This is an optimization exercise on Yosys and OpenROAD, whose aim is small area, a short achievable clock period and few clock cycles, not a production implementation. The RTL was checked by simulation tests, not by an equivalence proof against the original design.

**design/flow/run.sh**
```bash
#!/bin/bash
# synth_recipe.tcl (not shown) runs the flow's synth.tcl, then flattens the netlist and writes it again
# the make line also repeats each setting of config.mk as NAME=value (left out here)
make -C /OpenROAD-flow-scripts/flow DESIGN_CONFIG=/design/flow/config.mk WORK_HOME=/design/flow/orfs CLKGATE_MAP_FILE= SYNTH_SCRIPT=/design/flow/synth_recipe.tcl finish
```
**design/flow/config.mk**
```make
export PLATFORM = sky130hd
export DESIGN_NAME = conv_top
export DESIGN_NICKNAME = conv_top
export VERILOG_FILES = /design/flow/design.v
export SDC_FILE = /design/flow/constraint.sdc
export NUM_CORES = 4
export LEC_CHECK = 0
export CAP_MARGIN = 20
export CORE_MARGIN = 2
export CORE_UTILIZATION = 40
export SLEW_MARGIN = 20
```
**design/flow/constraint.sdc**
```tcl
create_clock -name core_clock -period 11.0 [get_ports {clk}]
set_input_delay 2.2000 -clock core_clock [delete_from_list [all_inputs] [get_ports {clk}]]
set_output_delay 2.2000 -clock core_clock [all_outputs]
set_load 0.01 [all_outputs]
```
**design/flow/design.v**
```verilog
package cnn_pkg;
    localparam int data_w = 20;
    localparam int frac_w = 16;
    localparam int acc_w  = 44;
    localparam int addr_w = 12;
    localparam int img_w  = 64;
    localparam int pool_w = img_w / 2;
    localparam int taps   = 9;
    localparam int conv_steps = taps + 5;
    localparam int pool_taps  = 4;
    localparam int pool_steps = pool_taps + 2;
    localparam logic [taps*data_w-1:0] kernel = {
        20'hFAC19,
        20'hFC834,
        20'hFA6D7,
        20'hF6E54,
        20'hF8F71,
        20'h01004,
        20'h06D43,
        20'h092D5,
        20'h0A89E
    };
    localparam logic signed [data_w-1:0] conv_bias = 20'h01310;
    typedef enum logic [1:0] {
        lay_idle,
        lay_conv,
        lay_pool
    } layer_e;
    typedef enum logic [2:0] {
        op_clear,
        op_mac,
        op_bias,
        op_round,
        op_relu,
        op_max,
        op_hold
    } alu_op_e;
    typedef enum logic [1:0] {
        sel_none,
        sel_l0,
        sel_l1
    } mem_sel_e;
    typedef struct packed {
        layer_e             layer;
        logic               rd_en;
        logic signed [7:0]  rd_row;
        logic signed [7:0]  rd_col;
        alu_op_e            op;
        logic [3:0]         op_tap;
        logic               wr_en;
        logic [6:0]         wr_row;
        logic [6:0]         wr_col;
    } step_t;
endpackage
`timescale 1ns/1ps
module layer_ctrl
(
    input  logic  clk,
    input  logic  reset,
    input  logic  ready,
    output logic  busy,
    output cnn_pkg::step_t step
);
    cnn_pkg::layer_e            layer_q;
    logic [3:0]        step_cnt;
    logic [3:0]        tap_cnt;
    logic [5:0]        row_cnt;
    logic [5:0]        col_cnt;
    logic              start;
    logic              rd_en;
    logic              last_step;
    logic              last_col;
    logic              last_row;
    logic              pix_end;
    logic signed [7:0] row_off;
    logic signed [7:0] col_off;
    assign start = (layer_q == cnn_pkg::lay_idle) && ready;
    assign last_step = (layer_q == cnn_pkg::lay_conv) ? (step_cnt == cnn_pkg::conv_steps - 1)
                                             : (step_cnt == cnn_pkg::pool_steps - 1);
    assign last_col  = (layer_q == cnn_pkg::lay_conv) ? (col_cnt == cnn_pkg::img_w - 1) : (col_cnt == cnn_pkg::pool_w - 1);
    assign last_row  = (layer_q == cnn_pkg::lay_conv) ? (row_cnt == cnn_pkg::img_w - 1) : (row_cnt == cnn_pkg::pool_w - 1);
    assign pix_end   = (layer_q != cnn_pkg::lay_idle) && last_step;
    assign rd_en = ((layer_q == cnn_pkg::lay_conv) && (step_cnt < cnn_pkg::taps)) ||
                   ((layer_q == cnn_pkg::lay_pool) && (step_cnt < cnn_pkg::pool_taps));
    always_ff @(posedge clk or posedge reset)
    begin
        if (reset)
        begin
            layer_q <= cnn_pkg::lay_idle;
            busy    <= 1'b0;
        end
        else
        begin
            busy <= start || (layer_q != cnn_pkg::lay_idle);
            case (layer_q)
                cnn_pkg::lay_idle:
                begin
                    if (ready)
                        layer_q <= cnn_pkg::lay_conv;
                end
                cnn_pkg::lay_conv:
                begin
                    if (pix_end && last_col && last_row)
                        layer_q <= cnn_pkg::lay_pool;
                end
                cnn_pkg::lay_pool:
                begin
                    if (pix_end && last_col && last_row)
                        layer_q <= cnn_pkg::lay_idle;
                end
                default:
                begin
                    layer_q <= cnn_pkg::lay_idle;
                end
            endcase
        end
    end
    always_ff @(posedge clk or posedge reset)
    begin
        if (reset)
        begin
            step_cnt <= '0;
            tap_cnt  <= '0;
            row_cnt  <= '0;
            col_cnt  <= '0;
        end
        else
        begin
            if (rd_en)
                tap_cnt <= step_cnt;
            if (layer_q == cnn_pkg::lay_idle)
            begin
                step_cnt <= '0;
                row_cnt  <= '0;
                col_cnt  <= '0;
            end
            else
            begin
                step_cnt <= last_step ? 4'd0 : step_cnt + 4'd1;
                if (last_step)
                begin
                    if (last_col)
                    begin
                        col_cnt <= '0;
                        row_cnt <= last_row ? 6'd0 : row_cnt + 6'd1;
                    end
                    else
                    begin
                        col_cnt <= col_cnt + 6'd1;
                    end
                end
            end
        end
    end
    always_comb
    begin
        if (step_cnt < 3)
            row_off = -8'sd1;
        else if (step_cnt < 6)
            row_off = 8'sd0;
        else
            row_off = 8'sd1;
        case (step_cnt)
            4'd0, 4'd3, 4'd6: col_off = -8'sd1;
            4'd1, 4'd4, 4'd7: col_off = 8'sd0;
            default:          col_off = 8'sd1;
        endcase
    end
    always_comb
    begin
        step        = '0;
        step.layer  = layer_q;
        step.rd_en  = rd_en;
        step.op     = cnn_pkg::op_hold;
        step.op_tap = tap_cnt;
        step.wr_en  = pix_end;
        step.wr_row = {1'b0, row_cnt};
        step.wr_col = {1'b0, col_cnt};
        if (layer_q == cnn_pkg::lay_conv)
        begin
            step.rd_row = $signed({2'b00, row_cnt}) + row_off;
            step.rd_col = $signed({2'b00, col_cnt}) + col_off;
            if (step_cnt == 0)
                step.op = cnn_pkg::op_clear;
            else if (step_cnt <= cnn_pkg::taps)
                step.op = cnn_pkg::op_mac;
            else if (step_cnt == cnn_pkg::taps + 1)
                step.op = cnn_pkg::op_bias;
            else if (step_cnt == cnn_pkg::taps + 2)
                step.op = cnn_pkg::op_round;
            else if (step_cnt == cnn_pkg::taps + 3)
                step.op = cnn_pkg::op_relu;
        end
        else if (layer_q == cnn_pkg::lay_pool)
        begin
            step.rd_row = {2'b00, row_cnt[4:0], step_cnt[1]};
            step.rd_col = {2'b00, col_cnt[4:0], step_cnt[0]};
            if ((step_cnt >= 1) && (step_cnt <= cnn_pkg::pool_taps))
                step.op = cnn_pkg::op_max;
        end
    end
endmodule
`timescale 1ns/1ps
module mem_unit
(
    input  logic                     clk,
    input  logic                     reset,
    input  cnn_pkg::step_t                    step,
    input  logic        [cnn_pkg::data_w-1:0] idata,
    input  logic        [cnn_pkg::data_w-1:0] cdata_rd,
    input  logic        [cnn_pkg::data_w-1:0] result,
    output logic        [cnn_pkg::addr_w-1:0] iaddr,
    output logic                     crd,
    output logic        [cnn_pkg::addr_w-1:0] caddr_rd,
    output logic                     cwr,
    output logic        [cnn_pkg::addr_w-1:0] caddr_wr,
    output logic        [cnn_pkg::data_w-1:0] cdata_wr,
    output cnn_pkg::mem_sel_e                 csel,
    output logic signed [cnn_pkg::data_w-1:0] operand
);
    logic conv_rd;
    logic pool_rd;
    logic out_of_img;
    logic pad_q;
    logic pool_q;
    assign conv_rd = step.rd_en && (step.layer == cnn_pkg::lay_conv);
    assign pool_rd = step.rd_en && (step.layer == cnn_pkg::lay_pool);
    assign out_of_img = ($signed(step.rd_row) < 0) || ($signed(step.rd_row) >= cnn_pkg::img_w) ||
                        ($signed(step.rd_col) < 0) || ($signed(step.rd_col) >= cnn_pkg::img_w);
    assign iaddr = (conv_rd && !out_of_img) ? cnn_pkg::addr_w'(step.rd_row * cnn_pkg::img_w + step.rd_col)
                                            : '0;
    assign crd      = pool_rd;
    assign caddr_rd = pool_rd ? cnn_pkg::addr_w'(step.rd_row * cnn_pkg::img_w + step.rd_col) : '0;
    assign cwr      = step.wr_en;
    assign cdata_wr = result;
    always_comb
    begin
        if (!step.wr_en)
            caddr_wr = '0;
        else if (step.layer == cnn_pkg::lay_pool)
            caddr_wr = cnn_pkg::addr_w'(step.wr_row * cnn_pkg::pool_w + step.wr_col);
        else
            caddr_wr = cnn_pkg::addr_w'(step.wr_row * cnn_pkg::img_w + step.wr_col);
    end
    always_comb
    begin
        if (pool_rd)
            csel = cnn_pkg::sel_l0;
        else if (step.wr_en)
            csel = (step.layer == cnn_pkg::lay_pool) ? cnn_pkg::sel_l1 : cnn_pkg::sel_l0;
        else
            csel = cnn_pkg::sel_none;
    end
    always_ff @(posedge clk or posedge reset)
    begin
        if (reset)
        begin
            pad_q  <= 1'b0;
            pool_q <= 1'b0;
        end
        else
        begin
            pad_q  <= conv_rd && out_of_img;
            pool_q <= pool_rd;
        end
    end
    assign operand = pad_q ? '0 : (pool_q ? cdata_rd : idata);
endmodule
`timescale 1ns/1ps
module layer_alu
(
    input  logic                     clk,
    input  logic                     reset,
    input  cnn_pkg::step_t                    step,
    input  logic signed [cnn_pkg::data_w-1:0] operand,
    output logic        [cnn_pkg::data_w-1:0] result
);
    logic signed [cnn_pkg::acc_w-1:0]    acc;
    logic signed [cnn_pkg::acc_w-1:0]    acc_next;
    logic signed [cnn_pkg::acc_w-1:0]    opnd_ext;
    logic signed [2*cnn_pkg::data_w-1:0] product;
    logic        [cnn_pkg::data_w-1:0]   rounded;
    assign product  = operand * $signed(cnn_pkg::kernel[step.op_tap*cnn_pkg::data_w +: cnn_pkg::data_w]);
    assign opnd_ext = cnn_pkg::acc_w'(operand);
    assign rounded = acc[cnn_pkg::frac_w+cnn_pkg::data_w-1:cnn_pkg::frac_w] + cnn_pkg::data_w'(acc[cnn_pkg::frac_w-1]);
    always_comb
    begin
        case (step.op)
            cnn_pkg::op_clear:
            begin
                acc_next = '0;
            end
            cnn_pkg::op_mac:
            begin
                acc_next = acc + cnn_pkg::acc_w'(product);
            end
            cnn_pkg::op_bias:
            begin
                acc_next = acc + (cnn_pkg::acc_w'(cnn_pkg::conv_bias) <<< cnn_pkg::frac_w);
            end
            cnn_pkg::op_round:
            begin
                acc_next = cnn_pkg::acc_w'($signed(rounded));
            end
            cnn_pkg::op_relu:
            begin
                acc_next = (acc < 0) ? '0 : acc;
            end
            cnn_pkg::op_max:
            begin
                if ((step.op_tap == 4'd0) || (opnd_ext > acc))
                    acc_next = opnd_ext;
                else
                    acc_next = acc;
            end
            default:
            begin
                acc_next = acc;
            end
        endcase
    end
    always_ff @(posedge clk or posedge reset)
    begin
        if (reset)
            acc <= '0;
        else
            acc <= acc_next;
    end
    assign result = acc[cnn_pkg::data_w-1:0];
endmodule
`timescale 1ns/1ps
module conv_top
(
    input  logic              clk,
    input  logic              reset,
    input  logic              ready,
    output logic              busy,
    output logic [cnn_pkg::addr_w-1:0] iaddr,
    input  logic [cnn_pkg::data_w-1:0] idata,
    output logic              crd,
    output logic [cnn_pkg::addr_w-1:0] caddr_rd,
    input  logic [cnn_pkg::data_w-1:0] cdata_rd,
    output logic              cwr,
    output logic [cnn_pkg::addr_w-1:0] caddr_wr,
    output logic [cnn_pkg::data_w-1:0] cdata_wr,
    output logic [1:0]                 csel
);
    cnn_pkg::step_t                    step;
    logic signed [cnn_pkg::data_w-1:0] operand;
    logic        [cnn_pkg::data_w-1:0] result;
    layer_ctrl u_ctrl (
        .clk   (clk),
        .reset (reset),
        .ready (ready),
        .busy  (busy),
        .step  (step)
    );
    mem_unit u_mem (
        .clk      (clk),
        .reset    (reset),
        .step     (step),
        .idata    (idata),
        .cdata_rd (cdata_rd),
        .result   (result),
        .iaddr    (iaddr),
        .crd      (crd),
        .caddr_rd (caddr_rd),
        .cwr      (cwr),
        .caddr_wr (caddr_wr),
        .cdata_wr (cdata_wr),
        .csel     (csel),
        .operand  (operand)
    );
    layer_alu u_alu (
        .clk     (clk),
        .reset   (reset),
        .step    (step),
        .operand (operand),
        .result  (result)
    );
endmodule
```
==> flow_summary.rst <==
.. list-table::
   :header-rows: 1

   * - Metric
     - Value
   * - Worst setup path category
     - input pin to register
   * - EDFF count, synth
     - 0
   * - Pin slew with the least headroom to its limit
     - 1.116 ns
   * - Wire length of the first global-routing pass
     - around 120000 um
   * - H-tree depth
     - 3
   * - Fraction of registers with async set or reset after synthesis
     - 1.000
   * - Number of global-route vias before repair
     - 20260
   * - Shortest period the worst path allows
     - 10.04 ns
   * - Overall fraction of global-route tracks in use
     - 0.2296
   * - TritonCTS clock tree
     - yes
   * - Crit-path most repeated cell
     - sky130_fd_sc_hd__inv_1
   * - Row Count
     - 91
   * - Layout net count
     - ~3800
   * - Prevailing post-synth register cell
     - sky130_fd_sc_hd__dfrtp_1
   * - Number of instances resized during post-cts repair
     - 0
   * - Placeable core region
     - 61830 um2
   * - Synthesized area per cell
     - 8.390 um2
   * - Register area share after synthesis
     - 0.06887
   * - Number of storage elements in the synthesis netlist
     - 69
   * - Setup crit start kind
     - input pin
   * - Die outline width
     - about 250 um
   * - Period utilisation layout
     - 0.9123
   * - Quantity of hold-fixing buffers added after cts
     - 0
   * - Area of the die
     - 64690 um2
   * - Clock network latency to the later pin of the worst-skew pair
     - around 0.35 ns
   * - Worst flop-to-flop path startpoint
     - u_ctrl.tap_cnt[0]
   * - Capture point of the worst path
     - u_alu.acc[42]
   * - Start point of the worst hold path
     - u_alu.acc[40]
   * - Input/output buffers
     - between 100 and 150
   * - Setup TNS after final layout
     - 0 ns
   * - Post-synth net total
     - 3741
   * - Crit. End Element
     - register
   * - Y dimension of the die
     - 254.4 um
   * - Count of max-cap constraint violations
     - 0
   * - Total wirelength of the detailed-routed design
     - 70750 um
   * - Setup slack of the worst register-to-register path
     - 1.77 ns
   * - Antenna violations before repair
     - 1
   * - RSZ-0062 raised after global routing
     - no
   * - Delay of the slowest cell on the worst path
     - 0.78 ns
   * - Routed length per instance
     - 18.41 um
   * - Clock tree buffer depth
     - 2
   * - Total number of yosys warnings
     - 3
   * - Result of the run
     - timing/DRC/antenna clean
   * - Number of slew-limit violations in the final report
     - 0
   * - Total CTS buffers
     - 9
   * - Total number of vias
     - 19890
   * - Number of buffers inserted by post-CTS setup repair
     - 0
   * - Total count of hold-check failures in the final report
     - 0
   * - Total of endpoints with negative setup slack in the final report
     - 0
   * - Gpl congestion
     - 0.9388
   * - Area Overhead vs Synth
     - 8.350%
   * - Cell Area, Synth
     - between 20000 and 30000 um2
   * - Boundary pin count
     - 104
   * - Router iterations before antenna repair
     - 6
   * - CP startpoint
     - cdata_rd[19]
   * - Initial core utilization
     - 0.4055
   * - Worst rel slew slack
     - 0.2535
   * - Slowest cell on the critical path
     - sky130_fd_sc_hd__fa_1
   * - Data required time at the worst endpoint
     - approximately 11 ns
   * - Clock input transition at the sequential cells of the worst setup and hold paths
     - around 0.07 ns
   * - Clock Sink Count
     - between 60 and 70
   * - Arrival time at the worst endpoint
     - 10.31 ns
   * - Routed vias/inst
     - 5.175
   * - Overall overflow remaining after global route
     - 0
   * - Number of cell instances on the worst register-to-register path
     - 25
   * - Estimated wirelength of the detail-placed design
     - 59470 um
   * - DRC marker count from the first detailed-route iteration
     - 1629
   * - Cell chosen for the clock root
     - sky130_fd_sc_hd__clkbuf_16
   * - Class of the most critical hold timing path
     - register to register
   * - Cells after synthesis
     - 2988
   * - FF-to-FF End
     - u_alu.acc[32]
   * - Proportion of layout cells with a drive suffix above 1
     - 0.03759
   * - Highest achievable clock rate
     - roughly 100 MHz
   * - Antenna cell count
     - 0
   * - Post-detailed-route DRC marker count
     - 0
   * - Top fanout value on the critical path
     - 14
   * - Final setup skew
     - 0.007734 ns
   * - Post-DRT Antenna Nets
     - 0
   * - Tightest hold margin
     - 0.5069 ns
   * - Count of cell types in the netlist
     - 70
   * - Largest net degree at the start of global routing
     - 70
[layout by cell type, fill, tap and decap left out, drive strengths merged, types with 47 or more instances in the layout]
cell type,instances
xnor2,78
buf,47
clkdlybuf4s50,103
dfrtp,69
nor2,248
fa,496
ha,214
inv,771
o21ai,83
nand2,308
a21oi,93
[worst min path at each step]
stage / to / slack, ns / depth (start not counted)
after detailed placement: u_alu.acc[40] / 0.48 / 2
final: u_alu.acc[40] / 0.51 / 2
after global routing: u_alu.acc[40] / 0.52 / 2
after CTS: u_alu.acc[40] / 0.50 / 2
after floorplan: u_alu.acc[40] / 0.46 / 2
after global placement: u_alu.acc[40] / 0.47 / 2
[registers in the layout, indices dropped and copies added, names as in the netlist]
signal,count
u_ctrl.step_cnt,4
u_ctrl.tap_cnt,4
u_alu.acc,44
u_ctrl.layer_q,2
u_mem.pad_q,1
u_mem.pool_q,1
u_ctrl.col_cnt,6
u_ctrl.row_cnt,6
u_ctrl.busy,1
[cells by family after synthesis]
family,Yosys count,share of synthesized area
buf+inv,917,0.1411
simple gates,777,0.1370
fa+ha+maj,710,0.5029
compound gates,387,0.1036
xor+xnor,98,0.03424
flops,69,0.06887
mux,30,0.01228
[synthesized netlist by cell type (33+ instances only)]
cell type,instances,area (um2)
sky130_fd_sc_hd__inv_1,767,2879
sky130_fd_sc_hd__fa_1,496,9930
sky130_fd_sc_hd__nand2_1,307,1152
sky130_fd_sc_hd__nor2_1,248,930.9
sky130_fd_sc_hd__ha_1,214,2678
sky130_fd_sc_hd__clkbuf_1,109,409.1
sky130_fd_sc_hd__a21oi_1,93,465.5
sky130_fd_sc_hd__xnor2_1,78,683.2
sky130_fd_sc_hd__dfrtp_1,69,1727
sky130_fd_sc_hd__o21ai_0,68,340.3
sky130_fd_sc_hd__nand3_1,37,185.2
sky130_fd_sc_hd__a21o_1,35,262.8
sky130_fd_sc_hd__nor3_1,33,165.2
[cell type report]
class / count / area, um2
Clock inverter: 7 / 62.56
Timing Repair Buffer: 150 / 1384
Tap cell: 837 / 1047
Fill cell: 6233 / 34660
Multi-Input combinational cell: 2002 / 19830
Inverter: 769 / 2887
Sequential cell: 69 / 1727
Clock buffer: 9 / 225.2
[per-layer routing]
metal / routed length (um) / track usage
met1: 32080 / 0.3312
met2: 33560 / 0.3811
met3: 3654 / 0.01827
met4: 1450 / 0.04269
met5: 0 / 0
[metrics by stage]
step	setup slack [ns]	cell area, um2	cells	util
after CTS	0.8919	27160	3843	0.4393
after global routing	0.4663	27160	3843	0.4394
after floorplan	0.3023	25070	2988	-
after detailed placement	0.5023	26870	3827	0.4347
final	0.9646	27160	3843	0.4394
after global placement	0.7304	26870	3827	0.4347
[worst max-delay path, delay by kind of cell]
family,cells,cell delay (ns)
adder cells (fa/ha/maj),8,4.51
AO/OA/AOI/OAI,2,0.18
buffers and inverters,9,1.43
multiplexers,1,0.17
AND/OR/NAND/NOR,7,1.82
Testbench counts, summed over its fixed seeds: cycles 761,880.

-- static timing again, ports no longer ideal --
The results above use ideal ports. As a check the final layout listed here was re-extracted and re-timed, cells and wires unchanged.
Step 1 assumes that a clkbuf_16 drives the clock port and a buf_2 every other input.
Step 2 moves the port delays by t, midway between the first and last clock arrival at a register: inputs arrive t later, outputs are due t later. That takes back most of the time a late clock gives input paths.
Three values: ideal, step 1, step 2; two values: the first two.
shift t [ns]: 0.394
slack for setup (ns): 0.965 / 0.987 / 0.593
worst setup path at the end: input to register
clock arrival spread, ns: 0.008 / 0.007
pins driven straight from the clock port: 1
After both steps setup and hold are still met in this run. The setup slack of this run moves by +0.022 ns with the drivers and by -0.372 ns with both steps.
